This is an optimization exercise on Yosys and OpenROAD, whose aim is small area, a short achievable clock period and few clock cycles per item, not a production implementation.
The RTL was checked by simulation tests, not by an equivalence proof against the original design.

run 1:
==> flow/design.v (excerpt) <==
module simonTop
(
	input logic clk,
	input logic nR,
	input logic newData,
	input logic newKey,
	input logic readData,
	input logic [31:0] inData,
	input logic [7:0] infoIn,
	input logic [7:0] countIn,
	input logic [63:0] key,
	output logic [31:0] outData,
	output logic [7:0] infoOut,
	output logic [7:0] countOut,
	output logic doneData,
	output logic keyReady
);
Size: roughly 170 I/O pins, ~19000 sq um of cells after synthesis.
clock: 7.0 ns
lec_check: 0
cap_margin: 20
core_margin: 2
core_utilization: 65
cts_buf_list: sky130_fd_sc_hd__clkbuf_4 sky130_fd_sc_hd__clkbuf_8
place_density: 0.75
setup_slack_margin: 3.8
slew_margin: 20
tns_end_percent: 50
standard.sh (not shown) runs the stock make flow with config.mk's settings and CLKGATE_MAP_FILE= SYNTH_SCRIPT=/design/flow/synth_recipe.tcl, a recipe that flattens the netlist after the stock synthesis.
==> flow/flow/run.sh <==
#!/bin/bash
# The standard layout, with plain buf_1 cells as the port buffers
export BUFFER_PORTS_ARGS="-buffer_cell sky130_fd_sc_hd__buf_1"
bash standard.sh > standard.log 2>&1
Run 1 went all the way through the flow, and no timing, DRC or antenna check failed.
Testbench counts of run 1, summed over its fixed seeds: cycles 3,584, items 384.
[inputs] run 2 vs run 1
-- flow/config.mk --
<<< run 1, line 10
export CORE_UTILIZATION = 65
>>> run 2, line 10
export CORE_UTILIZATION = 70
<<< run 1, line 12
export PLACE_DENSITY = 0.75
export SETUP_SLACK_MARGIN = 3.8
>>> run 2, line 12
export PLACE_DENSITY = 0.8
export SETUP_SLACK_MARGIN = 3.9
<<< run 1, line 15
export TNS_END_PERCENT = 50
>>> run 2, line 15
Results
- Die extent in x ended up 3.6% lower on run 2 than on run 1.
- Between run 1 and run 2, the final critical-path setup slack is lower for run 2.
- On final cell count without fillers, the lower figure sits with run 1, not run 2.
- Higher highest net fanout along the worst path goes to run 1 over run 2.
- Final checks on run 2, whose flow otherwise completed, came back failing, citing max-capacitance violations, max-slew violations.
- The minimum hold slack on run 2 is in line with that on run 1.
- Re layout-stage area growth over the synthesis result: run 1 and run 2 aren't equal, and the lower value belongs to run 1.
Inputs modified between run 2 and run 3:
-- flow/config.mk --
<<< run 2, line 10
export CORE_UTILIZATION = 70
>>> run 3, line 10
export CORE_UTILIZATION = 65
<<< run 2, line 12
export PLACE_DENSITY = 0.8
export SETUP_SLACK_MARGIN = 3.9
>>> run 3, line 12
export PLACE_DENSITY = 0.75
export SETUP_SLACK_MARGIN = 3.85
## What came out
In run 3, the number of cells in the finished layout apart from fillers came out 59 below the value in run 2.
Diff run 2 -> run 3 | post-route worst setup slack | increase of 1.41 ns
Run 3 finished every stage and its layout cleared the timing, DRC and antenna checks.
Run 2: flow complete, layout not clean; failing: max-capacitance violations, max-slew violations
The fraction of layout cells with a size suffix above 1 of run 3 falls short of that of run 2 by 8.0 points.
The maximum clock frequency of run 3 is higher than that of run 2.
The inputs of run 4 differ from those of run 3 as listed below.
-- flow/config.mk --
<<< run 3, line 13
export SETUP_SLACK_MARGIN = 3.85
>>> run 4, line 13
export SETUP_SLACK_MARGIN = 4.1
==> comparison <==
Routed wire length on run 4 is behind run 3.
Number of global-route vias before repair (run 4 / run 3): 1.08
Comparing run 4 against run 3, there is no change at all in number of clock sinks seen by CTS.
Run comparison: run 4 critical-path cell with the highest stage delay dfxtp_1; run 3 critical-path cell with the highest stage delay xnor3_1
Compared with run 3, run 4 shows post-layout instance count excluding filler cells that has gone up by a little under 10%.
On run 4: utilization of the core after routing is 13 points higher than what run 3 gave.

simonTop, a different RTL version from the one above (not shown whole).
For scale: roughly 1800 cells after synthesis, ~300 flip-flops, roughly 170 I/O pins, ~20000 um2 of cells after synthesis.
export LEC_CHECK = 0
export ABC_CLOCK_PERIOD_IN_PS = 3500
export CAP_MARGIN = 20
export CORE_MARGIN = 2
export CORE_UTILIZATION = 50
export PLACE_DENSITY = 0.6
export SETUP_SLACK_MARGIN = 3
export SLEW_MARGIN = 20
create_clock -name core_clock -period 7.0 [get_ports {clk}]
run.sh (not shown) runs the stock make flow with config.mk's settings and CLKGATE_MAP_FILE= SYNTH_SCRIPT=/design/flow/synth_recipe.tcl, a recipe that flattens the netlist after the stock synthesis.
Stock flow here: none of the scripts above is used.
The baseline passed the timing, DRC and antenna checks.
Testbench counts at the start, summed over its fixed seeds: cycles 3,656, items 384.
==> next run, changes <==
Settings changed: ABC_CLOCK_PERIOD_IN_PS 3500 to not set, CORE_UTILIZATION 50 to 25, PLACE_DENSITY 0.6 to 0.35, SETUP_SLACK_MARGIN 3 to not set.
Setup slack degrades by 1.7 ns; wire length climbs by about 10%; cell area fell by 12%; worst hold slack barely changes; cell count rises by 13%; via count fell by 12%; die area went up by 98%; fmax came out lower by about 26%.

The RTL this note starts from:
==> flow/design.v <==
package simonPkg;
	localparam int wordBits = 16;
	localparam int keyWords = 4;
	localparam int rounds = 32;
	localparam int perClk = 4;
	localparam int clks = (rounds + perClk - 1) / perClk;
	localparam int cntBits = (clks > 8) ? 4 : (clks > 4) ? 3 : (clks > 2) ? 2 : 1;
	localparam int lastRounds = rounds - perClk * (clks - 1);
	localparam logic [61:0] zSeq =
		62'b11111010_00100101_01100001_11001101_11110100_01001010_11000011_100110;
	localparam logic [wordBits-1:0] keyConst = 16'hfffc;
endpackage
module simonTop
(
	input logic clk,
	input logic nR,
	input logic newData,
	input logic newKey,
	input logic readData,
	input logic [31:0] inData,
	input logic [7:0] infoIn,
	input logic [7:0] countIn,
	input logic [63:0] key,
	output logic [31:0] outData,
	output logic [7:0] infoOut,
	output logic [7:0] countOut,
	output logic doneData,
	output logic keyReady
);
	localparam int P = simonPkg::perClk;
	localparam int CB = simonPkg::cntBits;
	function automatic logic [15:0] roundF(logic [15:0] x);
		roundF = ({x[14:0], x[15]} & {x[7:0], x[15:8]}) ^ {x[13:0], x[15:14]};
	endfunction
	function automatic logic [63:0] roundsP(logic [31:0] s, logic [16*P-1:0] kw, int n);
		logic [15:0] a;
		logic [15:0] b;
		logic [15:0] t;
		a = s[31:16];
		b = s[15:0];
		roundsP = '0;
		for (int r = 0; r < P; r++)
		begin
			t = (b ^ kw[16*r +: 16]) ^ roundF(a);
			b = a;
			a = t;
			if (r == n - 1)
			begin
				roundsP[63:32] = {a, b};
			end
		end
		roundsP[31:0] = {a, b};
	endfunction
	function automatic logic [15:0] ror(logic [15:0] x, int n);
		ror = (x >> n) | (x << (16 - n));
	endfunction
	function automatic logic [63:0] step4(logic [63:0] x, logic fwd, logic [3:0] zb);
		logic [15:0] q [8];
		logic [15:0] e;
		logic [15:0] c;
		for (int i = 0; i < 4; i++)
		begin
			q[i] = x[16*i +: 16];
		end
		for (int i = 0; i < 4; i++)
		begin
			e = q[i] ^ q[i+1] ^ ror(q[i+1], 1);
			c = simonPkg::keyConst ^ {15'b0, zb[i]};
			if (fwd)
			begin
				e = e ^ c;
			end
			else
			begin
				e = ror(e, 12) ^ ror(c, (3 * i + 12) % 16);
			end
			q[i+4] = e ^ ror(q[i+3] ^ ror(q[i+3], 1), 3);
		end
		for (int i = 0; i < 4; i++)
		begin
			step4[16*i +: 16] = fwd ? q[i+4] : ror(q[i+4], 4);
		end
	endfunction
	function automatic logic [63:0] roundKeys(logic [63:0] x, logic fwd);
		for (int i = 0; i < 4; i++)
		begin
			roundKeys[16*i +: 16] = fwd ? x[16*i +: 16] : ror(x[16*i +: 16], (16 - 3 * i) % 16);
		end
	endfunction
	function automatic logic [63:0] decStart(logic [63:0] x);
		for (int i = 0; i < 4; i++)
		begin
			decStart[16*i +: 16] = ror(x[16*(3-i) +: 16], 3 * i);
		end
	endfunction
	function automatic logic [P-1:0] zBits(logic [CB-1:0] c, logic fwd);
		int j;
		for (int s = 0; s < P; s++)
		begin
			j = P * int'(c) + s;
			if (!fwd)
			begin
				j = 27 - j;
			end
			zBits[s] = (j >= 0 && j < 62) ? simonPkg::zSeq[61 - j] : 1'b0;
		end
	endfunction
	logic prevData;
	logic prevKey;
	logic dataRise;
	logic keyRise;
	logic busy;
	logic waitE;
	logic running;
	logic expand;
	logic kLoad;
	logic eValid;
	logic resInS;
	logic startBlk;
	logic startEnc;
	logic [CB-1:0] cnt;
	logic [P-1:0] zb;
	logic [31:0] S;
	logic [7:0] sInfo;
	logic [7:0] sCount;
	logic [63:0] W;
	logic [63:0] K;
	logic [63:0] E;
	logic fwd;
	logic [63:0] Wn;
	logic [63:0] RK;
	logic [63:0] RR;
	logic [31:0] RP;
	logic [31:0] RL;
	logic [31:0] RO;
	logic [31:0] O;
	logic [7:0] oInfo;
	logic [7:0] oCount;
	logic enc;
	logic lastCyc;
	logic expLast;
	logic finish;
	logic eWrite;
	assign dataRise = newData && !prevData;
	assign keyRise = newKey && !prevKey;
	assign enc = sInfo[6];
	assign running = busy && !waitE;
	assign lastCyc = (cnt == CB'(simonPkg::clks - 1));
	assign expLast = (cnt == CB'(28 / P));
	assign finish = running && lastCyc && !doneData;
	assign startBlk = (dataRise && !busy && (infoIn[6] || eValid)) || (waitE && eValid);
	assign startEnc = infoIn[6] && !waitE;
	assign eWrite = !keyRise && expLast && ((expand && !kLoad) || (running && enc && !eValid));
	assign Wn = step4(W, fwd, zb);
	assign RK = roundKeys(W, fwd);
	assign RR = roundsP(S, RK, simonPkg::lastRounds);
	assign RP = RR[31:0];
	assign RL = RR[63:32];
	assign RO = resInS ? S : RL;
	always_ff @(posedge clk or negedge nR)
	begin
		if (!nR)
		begin
			prevData <= 1'b0;
			prevKey <= 1'b0;
			busy <= 1'b0;
			waitE <= 1'b0;
			expand <= 1'b0;
			kLoad <= 1'b0;
			eValid <= 1'b0;
			resInS <= 1'b0;
			cnt <= '0;
			zb <= '0;
			fwd <= 1'b1;
			keyReady <= 1'b0;
			doneData <= 1'b0;
		end
		else
		begin
			prevData <= newData;
			prevKey <= newKey;
			kLoad <= keyRise;
			if (startBlk)
			begin
				fwd <= startEnc;
			end
			else if (!running || finish)
			begin
				fwd <= 1'b1;
			end
			if (startBlk)
			begin
				zb <= zBits('0, startEnc);
			end
			else if (kLoad)
			begin
				zb <= zBits('0, 1'b1);
			end
			else if (expand)
			begin
				zb <= zBits(cnt + CB'(1), 1'b1);
			end
			else
			begin
				zb <= zBits(cnt + CB'(1), enc);
			end
			if (eWrite)
			begin
				eValid <= 1'b1;
			end
			if (keyRise)
			begin
				expand <= 1'b1;
				eValid <= 1'b0;
				keyReady <= 1'b0;
				cnt <= '0;
			end
			else if (startBlk)
			begin
				busy <= 1'b1;
				waitE <= 1'b0;
				expand <= 1'b0;
				cnt <= '0;
			end
			else
			begin
				if (!busy && dataRise)
				begin
					busy <= 1'b1;
					waitE <= 1'b1;
				end
				if (kLoad)
				begin
					keyReady <= 1'b1;
				end
				else if (expand)
				begin
					cnt <= cnt + CB'(1);
					if (expLast)
					begin
						expand <= 1'b0;
						cnt <= '0;
					end
				end
				else if (running)
				begin
					if (!lastCyc)
					begin
						cnt <= cnt + CB'(1);
					end
					else if (finish)
					begin
						busy <= 1'b0;
						resInS <= 1'b0;
						cnt <= '0;
					end
					else
					begin
						resInS <= 1'b1;
					end
				end
			end
			if (finish)
			begin
				doneData <= 1'b1;
			end
			else if (readData)
			begin
				doneData <= 1'b0;
			end
		end
	end
	always_ff @(posedge clk)
	begin
		if (!busy)
		begin
			S <= infoIn[6] ? inData : {inData[15:0], inData[31:16]};
			sInfo <= infoIn;
			sCount <= countIn;
		end
		else if (running && !resInS)
		begin
			S <= lastCyc ? RL : RP;
		end
		if (keyRise)
		begin
			K <= key;
		end
		if (startBlk || kLoad)
		begin
			W <= (kLoad || startEnc) ? K : E;
		end
		else
		begin
			W <= Wn;
		end
		if (eWrite)
		begin
			E <= decStart(W);
		end
		if (finish)
		begin
			O <= RO;
			oInfo <= sInfo ^ 8'h10;
			oCount <= sCount;
		end
	end
	assign outData = oInfo[6] ? O : {O[15:0], O[31:16]};
	assign infoOut = oInfo;
	assign countOut = oCount;
endmodule
clock: 7.0 ns
lec_check: 0
cap_margin: 5
core_margin: 2
core_utilization: 65
cts_buf_list: sky130_fd_sc_hd__clkbuf_4 sky130_fd_sc_hd__clkbuf_8
place_density: 0.75
setup_slack_margin: 3.8
slew_margin: 5
standard.sh (not shown) runs the stock make flow with config.mk's settings and CLKGATE_MAP_FILE= SYNTH_SCRIPT=/design/flow/synth_recipe.tcl, a recipe that flattens the netlist after the stock synthesis.
Scripts as last shown in full above: flow/flow/run.sh
The starting point passed the timing, DRC and antenna checks.
Testbench counts at the start, summed over its fixed seeds: cycles 3,584, items 384.
Then changed:
- CAP_MARGIN: 5 -> 20
- SETUP_SLACK_MARGIN: 3.8 -> 3.7
- SLEW_MARGIN: 5 -> 20
What happened: Wire length goes down slightly; global-route usage is lower by 0.21 points; design area went down slightly; clock skew barely changes.
Then changed:
- GPL_ROUTABILITY_DRIVEN: unset -> 0
- SETUP_SLACK_MARGIN: 3.7 -> 3.8
Outcome: Setup slack improved by 0.13 ns. Global-route usage decreases by 1.4 points. Wire length decreases by 3.3%. Synthesized area does not change. Cell area increases by 1.3%.
Then changed:
- ABC_CLOCK_PERIOD_IN_PS: unset -> 2000
- GPL_ROUTABILITY_DRIVEN: 0 -> unset
Outcome: The changed run passed the timing, DRC and antenna checks; critical path depth climbs by 3; setup slack improved by 0.037 ns; count of clock-buffer cells in the layout rises by 6; hold slack is worse by 0.013 ns; flip-flop and latch count is unchanged; wire length grows by about 5%; cell area is about the same; fmax climbs by 1.1%.

## re-timing with driven ports
In the flow no input, the clock included, has a driving cell. The finished layouts below were timed again as built, in two steps. Step 1 (the two cells are an assumption about what drives the block):
set clk [get_ports {clk}]
set_driving_cell -lib_cell sky130_fd_sc_hd__clkbuf_16 $clk
set_driving_cell -lib_cell sky130_fd_sc_hd__buf_2 [delete_from_list [all_inputs] $clk]
Step 2 times the ports against the registers' clock, not the clock port: input delays grow and output delays shrink by t, the midpoint of the rising clock arrivals with the driver on. a / b / c = ideal ports / drivers / drivers and shift; a / b = the first two.
| run | t, ns | slack for setup (ns) | worst setup path at the end | worst register clock-pin slew, ns |
|---|---|---|---|---|
| run 1 | 0.645 | 3.712 / 3.712 / 3.319 | input to register | 0.08 / 0.08 |
| run 2 | 0.670 | 2.370 / 2.370 / 2.370 | register to register | 0.09 / 0.09 |
| run 3 | 0.650 | 3.785 / 3.785 / 3.375 | input to register | 0.08 / 0.08 |
| run 4 | 0.671 | 3.455 / 3.455 / 3.192 | input to register | 0.09 / 0.09 |
| the first run of note 2 | 0.625 | 1.990 / 1.990 / 1.990 | register to register | 0.07 / 0.07 |
| the second run of note 2 | 0.641 | 0.252 / 0.252 / 0.252 | register to register | 0.07 / 0.07 |
| the first run of note 3 | 0.653 | 3.803 / 3.792 / 3.267 | input to register | 0.08 / 0.08 |
| the second run of note 3 | 0.647 | 3.642 / 3.642 / 3.175 | input to register | 0.08 / 0.08 |
| the third run of note 3 | 0.645 | 3.772 / 3.772 / 3.290 | input to register | 0.08 / 0.08 |
| the fourth run of note 3 | 0.653 | 3.809 / 3.791 / 3.268 | input to register | 0.08 / 0.08 |
For the fourth run of note 3, which loses most, drivers alone change the setup slack by -0.018 ns; drivers and shift together by -0.541 ns.
